From an optimization exercise on the open Yosys and OpenROAD flow, aimed at a short achievable clock period and few clock cycles per item; shortcuts taken in it are not production practice.
Function was checked by simulation only, so behaviour that the tests miss may differ from the original.
The flow treats the clock pin as an ideal source, which a real chip does not have.
Power is estimated from default activity; no workload was simulated.

==> design/flow/design.v <==
`default_nettype none
package memStagePkg;
   typedef logic [31:0] wordT;
   typedef logic [31:0] addrT;
   typedef enum logic [1:0] {
      sizeByte = 2'd0,
      sizeHalf = 2'd1,
      sizeWord = 2'd2
   } accessSizeT;
   typedef struct packed {
      logic       isLoad;
      logic       isStore;
      accessSizeT size;
      addrT       addr;
      wordT       storeData;
   } dataReqT;
   typedef struct packed {
      logic read;
      logic write;
      addrT addr;
      wordT wrData;
   } busReqT;
   localparam int defaultOffsetBits = 2;
   localparam int defaultIIndexBits = 4;
   localparam int defaultDIndexBits = 4;
endpackage
`default_nettype wire
`timescale 1ns/1ns
`default_nettype none
module memStage #(
   parameter int offsetBits = memStagePkg::defaultOffsetBits,
   parameter int iIndexBits = memStagePkg::defaultIIndexBits,
   parameter int dIndexBits = memStagePkg::defaultDIndexBits
) (
   input  wire                       CLK,
   input  wire                       MRST,
   input  wire [31:0]                fetchAddr,
   output logic [31:0]               instr,
   input  wire                       dataIsLoad,
   input  wire                       dataIsStore,
   input  wire [1:0]                 dataSize,
   input  wire [31:0]                dataAddr,
   input  wire [31:0]                dataStoreData,
   output logic [31:0]               loadData,
   output logic                      memRead,
   output logic                      memWrite,
   output logic [31:0]               memAddr,
   output logic [31:0]               memWrData,
   input  wire [31:0]                memRdData,
   input  wire                       memValid,
   output logic                      pipeInhibit,
   output logic                      pcInhibit
);
   localparam int sets  = 16;
   localparam int words = 64;
   typedef enum logic [1:0] {busIdle, busWriteBack, busRead} busStateT;
   logic [sets-1:0]        iValid;
   logic [sets-1:0][23:0]  iTag;
   logic [words-1:0][31:0] iData;
   logic [sets-1:0]        dValid;
   logic [sets-1:0]        dDirty;
   logic [sets-1:0][23:0]  dTag;
   logic [words-1:0][31:0] dData;
   logic        piR;         
   logic        accCyc;      
   logic [31:0] instrR;
   logic [31:0] loadR;
   logic        memReadR;
   logic        memWriteR;
   logic [31:0] memAddrR;
   logic [31:0] memWrDataR;
   busStateT    bst;         
   logic        fillIsD;     
   logic [3:0]  fillIdx;     
   logic [1:0]  wc;          
   logic [1:0]  wbc;         
   logic [27:0] dLine;       
   logic [2:0][31:0] wbBuf;  
   logic        dPend;
   logic [3:0]  dPendIdx;
   logic [23:0] dPendTag;
   logic        dPendVDirty;
   logic [23:0] dPendVTag;
   logic        psValid;
   logic        psArmed;
   logic [1:0]  psOff;
   logic [3:0]  psLane;
   logic [31:0] psWord;
   logic [23:0] fTag;
   logic [3:0]  fIdx;
   logic [1:0]  fOff;
   logic [23:0] dTagA;
   logic [3:0]  dIdx;
   logic [1:0]  dOff;
   logic        dAct;
   assign fTag  = fetchAddr[31:8];
   assign fIdx  = fetchAddr[7:4];
   assign fOff  = fetchAddr[3:2];
   assign dTagA = dataAddr[31:8];
   assign dIdx  = dataAddr[7:4];
   assign dOff  = dataAddr[3:2];
   assign dAct  = dataIsLoad | dataIsStore;
   logic        busy;
   logic        arriving;
   logic        busFree;
   logic [31:0] arrWord;
   assign busy     = (bst != busIdle);
   assign arriving = (bst == busRead) & memValid;
   assign busFree  = ~busy | (arriving & (wc == 2'd3));
   always_comb begin
      for (int b = 0; b < 4; b++) begin
         if (fillIsD & psValid & psArmed & (psOff == wc) & psLane[b]) begin
            arrWord[8*b +: 8] = psWord[8*b +: 8];
         end else begin
            arrWord[8*b +: 8] = memRdData[8*b +: 8];
         end
      end
   end
   logic [sets-1:0]  fSel;
   logic [sets-1:0]  dSel;
   logic [words-1:0] fwSel;
   logic [words-1:0] dwSel;
   always_comb begin
      for (int s = 0; s < sets; s++) begin
         fSel[s] = (fIdx == s);
         dSel[s] = (dIdx == s);
      end
      for (int w = 0; w < words; w++) begin
         fwSel[w] = ({fIdx, fOff} == w);
         dwSel[w] = ({dIdx, dOff} == w);
      end
   end
   logic [sets-1:0] iMatch;
   logic [sets-1:0] dMatch;
   always_comb begin
      for (int s = 0; s < sets; s++) begin
         iMatch[s] = iValid[s] & (iTag[s] == fTag);
         dMatch[s] = dValid[s] & (dTag[s] == dTagA);
      end
   end
   logic        iTagHit;
   logic        iFillThis;
   logic        iArrNow;
   logic        iReady;
   logic        iMiss;
   logic        iWant;
   logic        dTagHit;
   logic        dFillThis;
   logic        dPendThis;
   logic        dArrNow;
   logic        dHere;
   logic        dReady;
   logic        dMiss;
   logic        dLoadWant;
   logic        go;
   logic        tagWrD;
   assign iTagHit   = |(iMatch & fSel);
   assign iFillThis = busy & ~fillIsD & (fillIdx == fIdx);
   assign iArrNow   = iFillThis & arriving & (wc == fOff);
   assign iReady    = iTagHit & (~iFillThis | (fOff < wc) | iArrNow);
   assign iMiss     = ~iTagHit;
   assign iWant     = ~accCyc & iMiss;
   assign dTagHit   = |(dMatch & dSel);
   assign dFillThis = busy & fillIsD & (fillIdx == dIdx);
   assign dPendThis = dPend & (dPendIdx == dIdx);
   assign dArrNow   = dFillThis & arriving & (wc == dOff);
   assign dHere     = dTagHit & ~dPendThis & (~dFillThis | (dOff < wc) | dArrNow);
   assign dMiss     = dAct & ~dTagHit;
   assign dLoadWant = ~accCyc & dataIsLoad & (dMiss | dPendThis);
   assign dReady = ~dAct | dHere
                 | (dataIsStore & ~psValid & (dTagHit | (~dPend & ~tagWrD)));
   assign go = ~accCyc & iReady & dReady;
   logic        startPend;
   logic        startDNew;
   logic        startI;
   logic        issueD;
   logic        selD;
   assign startPend = busFree & dPend & (dLoadWant | ~iWant);
   assign startDNew = busFree & ~dPend & ~accCyc & dMiss & (dataIsLoad | ~iWant);
   assign startI    = busFree & iWant & ~startPend & ~startDNew;
   assign issueD    = ~accCyc & dMiss & ~dPend & ~tagWrD & ~startDNew;
   assign selD      = dPend ? (dLoadWant | ~iWant) : (dMiss & (dataIsLoad | ~iWant));
   logic [3:0]  vIdx;
   logic [sets-1:0] vSel;
   logic        vDirty;
   logic [23:0] vTag;
   logic [3:0][31:0] victimLine;
   logic        curVDirty;
   logic [23:0] curVTag;
   assign vIdx = dPend ? dPendIdx : dIdx;
   always_comb begin
      for (int s = 0; s < sets; s++) vSel[s] = (vIdx == s);
   end
   assign curVDirty = |(dValid & dDirty & dSel);
   always_comb begin
      curVTag = '0;
      for (int s = 0; s < sets; s++) begin
         if (dSel[s]) curVTag = curVTag | dTag[s];
      end
   end
   assign vDirty = dPend ? dPendVDirty : curVDirty;
   assign vTag   = dPend ? dPendVTag : curVTag;
   logic        bufValid;
   logic        bufIsD;
   logic [3:0]  bufIdx;
   logic [1:0]  bufOff;
   logic [31:0] bufWord;
   logic        iBufHit;
   logic        dBufHit;
   assign dBufHit = bufValid & bufIsD & (bufIdx == dIdx) & (bufOff == dOff);
   assign iBufHit = bufValid & ~bufIsD & (bufIdx == fIdx) & (bufOff == fOff);
   logic [31:0] iWordRd;
   logic [31:0] dWordRd;
   always_comb begin
      for (int w = 0; w < 4; w++) begin
         victimLine[w] = '0;
         for (int s = 0; s < sets; s++) begin
            if (vSel[s]) victimLine[w] = victimLine[w] | dData[4*s + w];
         end
         if (bufValid & bufIsD & (bufIdx == vIdx) & (bufOff == w)) victimLine[w] = bufWord;
         if (arriving & fillIsD & (fillIdx == vIdx) & (wc == w)) victimLine[w] = arrWord;
      end
      iWordRd = '0;
      dWordRd = '0;
      for (int w = 0; w < words; w++) begin
         if (fwSel[w]) iWordRd = iWordRd | iData[w];
         if (dwSel[w]) dWordRd = dWordRd | dData[w];
      end
   end
   logic [3:0]  stLane;
   logic [31:0] stWord;
   logic        stWe;
   logic        stArr;
   logic        stPend;
   always_comb begin
      case (dataSize)
         2'd0: begin
            stLane = 4'b1000 >> dataAddr[1:0];
            stWord = {4{dataStoreData[7:0]}};
         end
         2'd1: begin
            stLane = dataAddr[1] ? 4'b0011 : 4'b1100;
            stWord = {2{dataStoreData[15:0]}};
         end
         default: begin
            stLane = 4'b1111;
            stWord = dataStoreData;
         end
      endcase
   end
   assign stWe   = accCyc & dataIsStore;
   assign stArr  = stWe & ~dPendThis;
   assign stPend = stWe & (dPendThis | (dFillThis & ~(dOff < wc) & ~dArrNow));
   always_ff @(posedge CLK) begin
      bufValid <= arriving & ~MRST;
      bufIsD   <= fillIsD;
      bufIdx   <= fillIdx;
      bufOff   <= wc;
      for (int b = 0; b < 4; b++) begin
         if (stArr & dArrNow & stLane[b]) bufWord[8*b +: 8] <= stWord[8*b +: 8];
         else bufWord[8*b +: 8] <= arrWord[8*b +: 8];
      end
   end
   always_ff @(posedge CLK) begin
      if (!psValid) begin
         psArmed <= ~dPendThis | startPend;
         psOff   <= dOff;
         psLane  <= stLane;
         psWord  <= stWord;
      end else if (startPend) begin
         psArmed <= 1'b1;
      end
      if (MRST) begin
         psValid <= 1'b0;
      end else if (stPend) begin
         psValid <= 1'b1;
      end else if (arriving & fillIsD & psArmed & (psOff == wc)) begin
         psValid <= 1'b0;
      end
   end
   always_ff @(posedge CLK) begin
      for (int w = 0; w < words; w++) begin
         if (bufValid & ~bufIsD & ({bufIdx, bufOff} == w)) begin
            iData[w] <= bufWord;
         end
         for (int b = 0; b < 4; b++) begin
            if (stArr & dwSel[w] & stLane[b]) begin
               dData[w][8*b +: 8] <= stWord[8*b +: 8];
            end else if (bufValid & bufIsD & ({bufIdx, bufOff} == w)) begin
               dData[w][8*b +: 8] <= bufWord[8*b +: 8];
            end
         end
      end
   end
   logic        tagWrI;
   logic [3:0]  tagWrIIdx;
   logic [3:0]  tagWrDIdx;
   logic [23:0] tagWrITag;
   logic [23:0] tagWrDTag;
   always_ff @(posedge CLK) begin
      tagWrIIdx <= fIdx;
      tagWrITag <= fTag;
      tagWrDIdx <= dIdx;
      tagWrDTag <= dTagA;
      if (MRST) begin
         tagWrI <= 1'b0;
         tagWrD <= 1'b0;
      end else begin
         tagWrI <= startI;
         tagWrD <= startDNew | issueD;
      end
   end
   always_ff @(posedge CLK) begin
      if (MRST) begin
         iValid <= '0;
         dValid <= '0;
      end else begin
         for (int s = 0; s < sets; s++) begin
            if (tagWrI & (tagWrIIdx == s)) begin
               iValid[s] <= 1'b1;
               iTag[s]   <= tagWrITag;
            end
            if (tagWrD & (tagWrDIdx == s)) begin
               dValid[s] <= 1'b1;
               dTag[s]   <= tagWrDTag;
            end
         end
      end
   end
   always_ff @(posedge CLK) begin
      for (int s = 0; s < sets; s++) begin
         if (stWe & dSel[s]) begin
            dDirty[s] <= 1'b1;
         end else if (tagWrD & (tagWrDIdx == s)) begin
            dDirty[s] <= 1'b0;
         end
      end
   end
   always_ff @(posedge CLK) begin
      if (MRST) begin
         dPend <= 1'b0;
      end else if (issueD) begin
         dPend <= 1'b1;
      end else if (startPend) begin
         dPend <= 1'b0;
      end
      if (issueD) begin
         dPendIdx    <= dIdx;
         dPendTag    <= dTagA;
         dPendVDirty <= curVDirty;
         dPendVTag   <= curVTag;
      end
   end
   always_ff @(posedge CLK) begin
      if (MRST) begin
         piR    <= 1'b1;
         accCyc <= 1'b0;
      end else if (!accCyc) begin
         piR    <= ~go;
         accCyc <= go;
      end else begin
         piR    <= 1'b1;
         accCyc <= 1'b0;
      end
   end
   always_ff @(posedge CLK) begin
      if (MRST) begin
         pcInhibit <= 1'b0;
      end else begin
         pcInhibit <= ~accCyc;
      end
   end
   always_ff @(posedge CLK) begin
      if (iArrNow) instrR <= memRdData;
      else if (iBufHit) instrR <= bufWord;
      else instrR <= iWordRd;
      if (!dataIsLoad) loadR <= '0;
      else if (dArrNow) loadR <= arrWord;
      else if (dBufHit) loadR <= bufWord;
      else loadR <= dWordRd;
   end
   always_ff @(posedge CLK) begin
      if (bst != busWriteBack) begin
         dLine      <= dPend ? {dPendTag, dPendIdx} : {dTagA, dIdx};
         memWrDataR <= victimLine[0];
         wbBuf      <= victimLine[3:1];
      end else begin
         case (wbc)
            2'd0: memWrDataR <= wbBuf[0];
            2'd1: memWrDataR <= wbBuf[1];
            default: memWrDataR <= wbBuf[2];
         endcase
      end
   end
   always_ff @(posedge CLK) begin
      if (bst == busWriteBack) begin
         wbc <= wbc + 1'b1;
         memAddrR[3:2] <= wbc + 1'b1;
         if (wbc == 2'd3) memAddrR <= {dLine, 4'h0};
      end else begin
         wbc <= '0;
         if (busFree) begin
            fillIsD <= selD;
            if (selD) begin
               fillIdx <= vIdx;
               if (vDirty) memAddrR <= {vTag, vIdx, 4'h0};
               else if (dPend) memAddrR <= {dPendTag, dPendIdx, 4'h0};
               else memAddrR <= {dTagA, dIdx, 4'h0};
            end else begin
               fillIdx  <= fIdx;
               memAddrR <= {fTag, fIdx, 4'h0};
            end
         end
      end
      if (busFree) begin
         wc <= '0;
      end else if (arriving) begin
         wc <= wc + 1'b1;
      end
   end
   always_ff @(posedge CLK) begin
      if (MRST) begin
         bst       <= busIdle;
         memReadR  <= 1'b0;
         memWriteR <= 1'b0;
      end else if ((startPend | startDNew) & vDirty) begin
         bst       <= busWriteBack;
         memWriteR <= 1'b1;
         memReadR  <= 1'b0;
      end else if (startPend | startDNew | startI) begin
         bst       <= busRead;
         memWriteR <= 1'b0;
         memReadR  <= 1'b1;
      end else if (bst == busWriteBack) begin
         if (wbc == 2'd3) begin
            bst       <= busRead;
            memWriteR <= 1'b0;
            memReadR  <= 1'b1;
         end
      end else if (busFree) begin
         bst       <= busIdle;
         memReadR  <= 1'b0;
      end
   end
   assign pipeInhibit = piR;
   assign instr       = instrR;
   assign loadData    = loadR;
   assign memRead     = memReadR;
   assign memWrite    = memWriteR;
   assign memAddr     = memAddrR;
   assign memWrData   = memWrDataR;
endmodule
`default_nettype wire
==> design/flow/flow/run.sh <==
#!/bin/bash
# Own flow: the standard layout (standard.sh: unchanged synthesis and
# ORFS steps, the standard flow's SDC and clock period), run in three parts so that
# ORFS's timing repair after clock-tree synthesis and after global routing
# works with a larger setup margin, i.e. keeps improving paths beyond what
# the 9 ns clock alone asks for. Up to placement the repair keeps the
# default margin (with ideal clocks every input path would look short of it).
# make's full output goes to flow_make_*.log here; each ORFS step keeps its
# own log under orfs/logs/.
set -eo pipefail
cd "$(dirname "$0")/.."
bash standard.sh place > flow_make_place.log 2>&1
bash standard.sh SETUP_SLACK_MARGIN=5.7 cts > flow_make_cts.log 2>&1
bash standard.sh SETUP_SLACK_MARGIN=5.7 finish > flow_make_finish.log 2>&1
==> design/flow/standard.sh <==
#!/bin/bash
# synth_recipe.tcl (not shown) runs the flow's synth.tcl, then flattens the netlist and writes it again
# the make line also repeats each setting of config.mk as NAME=value (left out here)
make -C /OpenROAD-flow-scripts/flow DESIGN_CONFIG=/design/flow/config.mk WORK_HOME=/design/flow/orfs CLKGATE_MAP_FILE= SYNTH_SCRIPT=/design/flow/synth_recipe.tcl "${@:-finish}"
==> design/flow/config.mk <==
export PLATFORM = sky130hd
export DESIGN_NAME = memStage
export DESIGN_NICKNAME = memStage
export VERILOG_FILES = /design/flow/design.v
export SDC_FILE = /design/flow/constraint.sdc
export NUM_CORES = 4
export LEC_CHECK = 0
export CAP_MARGIN = 20
export CORE_MARGIN = 2
export CORE_UTILIZATION = 60
export SLEW_MARGIN = 20
==> design/flow/constraint.sdc <==
create_clock -name core_clock -period 9.0 [get_ports {CLK}]
set_input_delay 1.8000 -clock core_clock [delete_from_list [all_inputs] [get_ports {CLK}]]
set_output_delay 1.8000 -clock core_clock [all_outputs]
set_load 0.01 [all_outputs]
==> run notes <==
GPL Wtd Cong: 1.17
status: stopped before the end
Primary FF master, synth: edfxtp_1
I/O Buffers: 262
Cell Rows: 231
Max H-tree Level: 6
register area share after synthesis: 66.5%
Initial Util: 60.3%
Ys Warns: 1
asr flop ratio synth: 0%
clk root buf: clkbuf_16
Post-Syn Area: 239000 um^2
hpwl dp: 799000 um
IO Pins: 267
Max clock buf depth: 4
clock sink count: 5369
DIE WIDTH: 635 um
Yosys cell types: 76
GRT Residual Overflow: 1
Inserted Clock Buffers: 555
Error: [ERROR GRT-0232] Routing congestion too high. Check the congestion heatmap in the GUI.
synthesized area per cell: 12.7 um^2
Post-Synthesis Cells: 18800
number of flops mapped to enable cells by yosys: 5115
total track usage: 75.2%
Synth Register Bits: 5369
last stage reached: 5_1_grt
Die Height: 635 um
largest net degree at the start of global routing: 95
-- routing by layer --
| metal | GRT usage [%] | overflow |
|---|---|---|
| met1 | 78.6 | 0 |
| met2 | 86.9 | 1 |
| met3 | 63.1 | 0 |
| met4 | 68.5 | 0 |
| met5 | 44.7 | 0 |
-- how the worst max path moves through the flow --
stage / endpoint
after CTS: memAddrR[6]$_DFFE_PP_
after detailed placement: dPendTag[12]$_DFFE_PP_
after global placement: dPendTag[11]$_DFFE_PP_
after floorplan: memAddrR[10]$_DFFE_PP_
-- synth_stat cells, drive strengths merged (31+ instances only) --
library cell / count / share of area, %
nand2: 2981 / 4.7
clkbuf: 1249 / 2.0
mux2i: 92 / 0.39
and2: 35 / 0.092
xor2: 178 / 0.65
a221oi: 341 / 1.3
nor3: 207 / 0.44
inv: 45 / 0.071
dfxtp: 254 / 2.1
a22o: 342 / 1.3
o21a: 31 / 0.098
mux2: 581 / 2.7
nor4: 175 / 0.46
nor2: 479 / 0.77
edfxtp: 5115 / 64
a21o: 33 / 0.10
xnor2: 625 / 2.3
nand4: 554 / 1.5
o22ai: 132 / 0.35
nand3: 215 / 0.45
o21ai: 1655 / 3.5
buf: 396 / 0.98
a22oi: 2622 / 8.3
o31ai: 34 / 0.17
a21oi: 219 / 0.49
-- repair_timing --
action                                   CTS
gates resized for setup                 3165
endpoints found under the setup margin  6202
pin swaps                                495
gates cloned                             117
setup buffers                            807
hold buffers                               0
-- power groups by stage --
stage | clock [mW] | sequential [mW] | combinational [mW]
after floorplan | 0 | 28.8 | 2.64
after global placement | 0 | 28.9 | 5.16
after detailed placement | 0 | 29.0 | 5.22
after CTS | 22.7 | 28.5 | 6.36
-- metrics by stage --
stage	std cells	instance area, um^2	power (mW)	hold WS (ps)	worst slack (ps)
4_1_cts	25200	287000	57.6	445	5070
3_5_place_dp	23300	249000	34.2	431	2400
3_3_place_gp	23200	248000	34.1	425	2090
2_1_floorplan	18800	239000	31.4	404	3630
-- kinds of logic after synthesis --
group	synth area share, %
buf+inv	3.01
xor+xnor	2.95
compound gates	15.5
simple gates	8.83
other cells	0.00157
flops	66.5
mux	3.13
fa+ha+maj	0.0577
Testbench counts, summed over its fixed seeds: cycles 324,346, items 80,000.
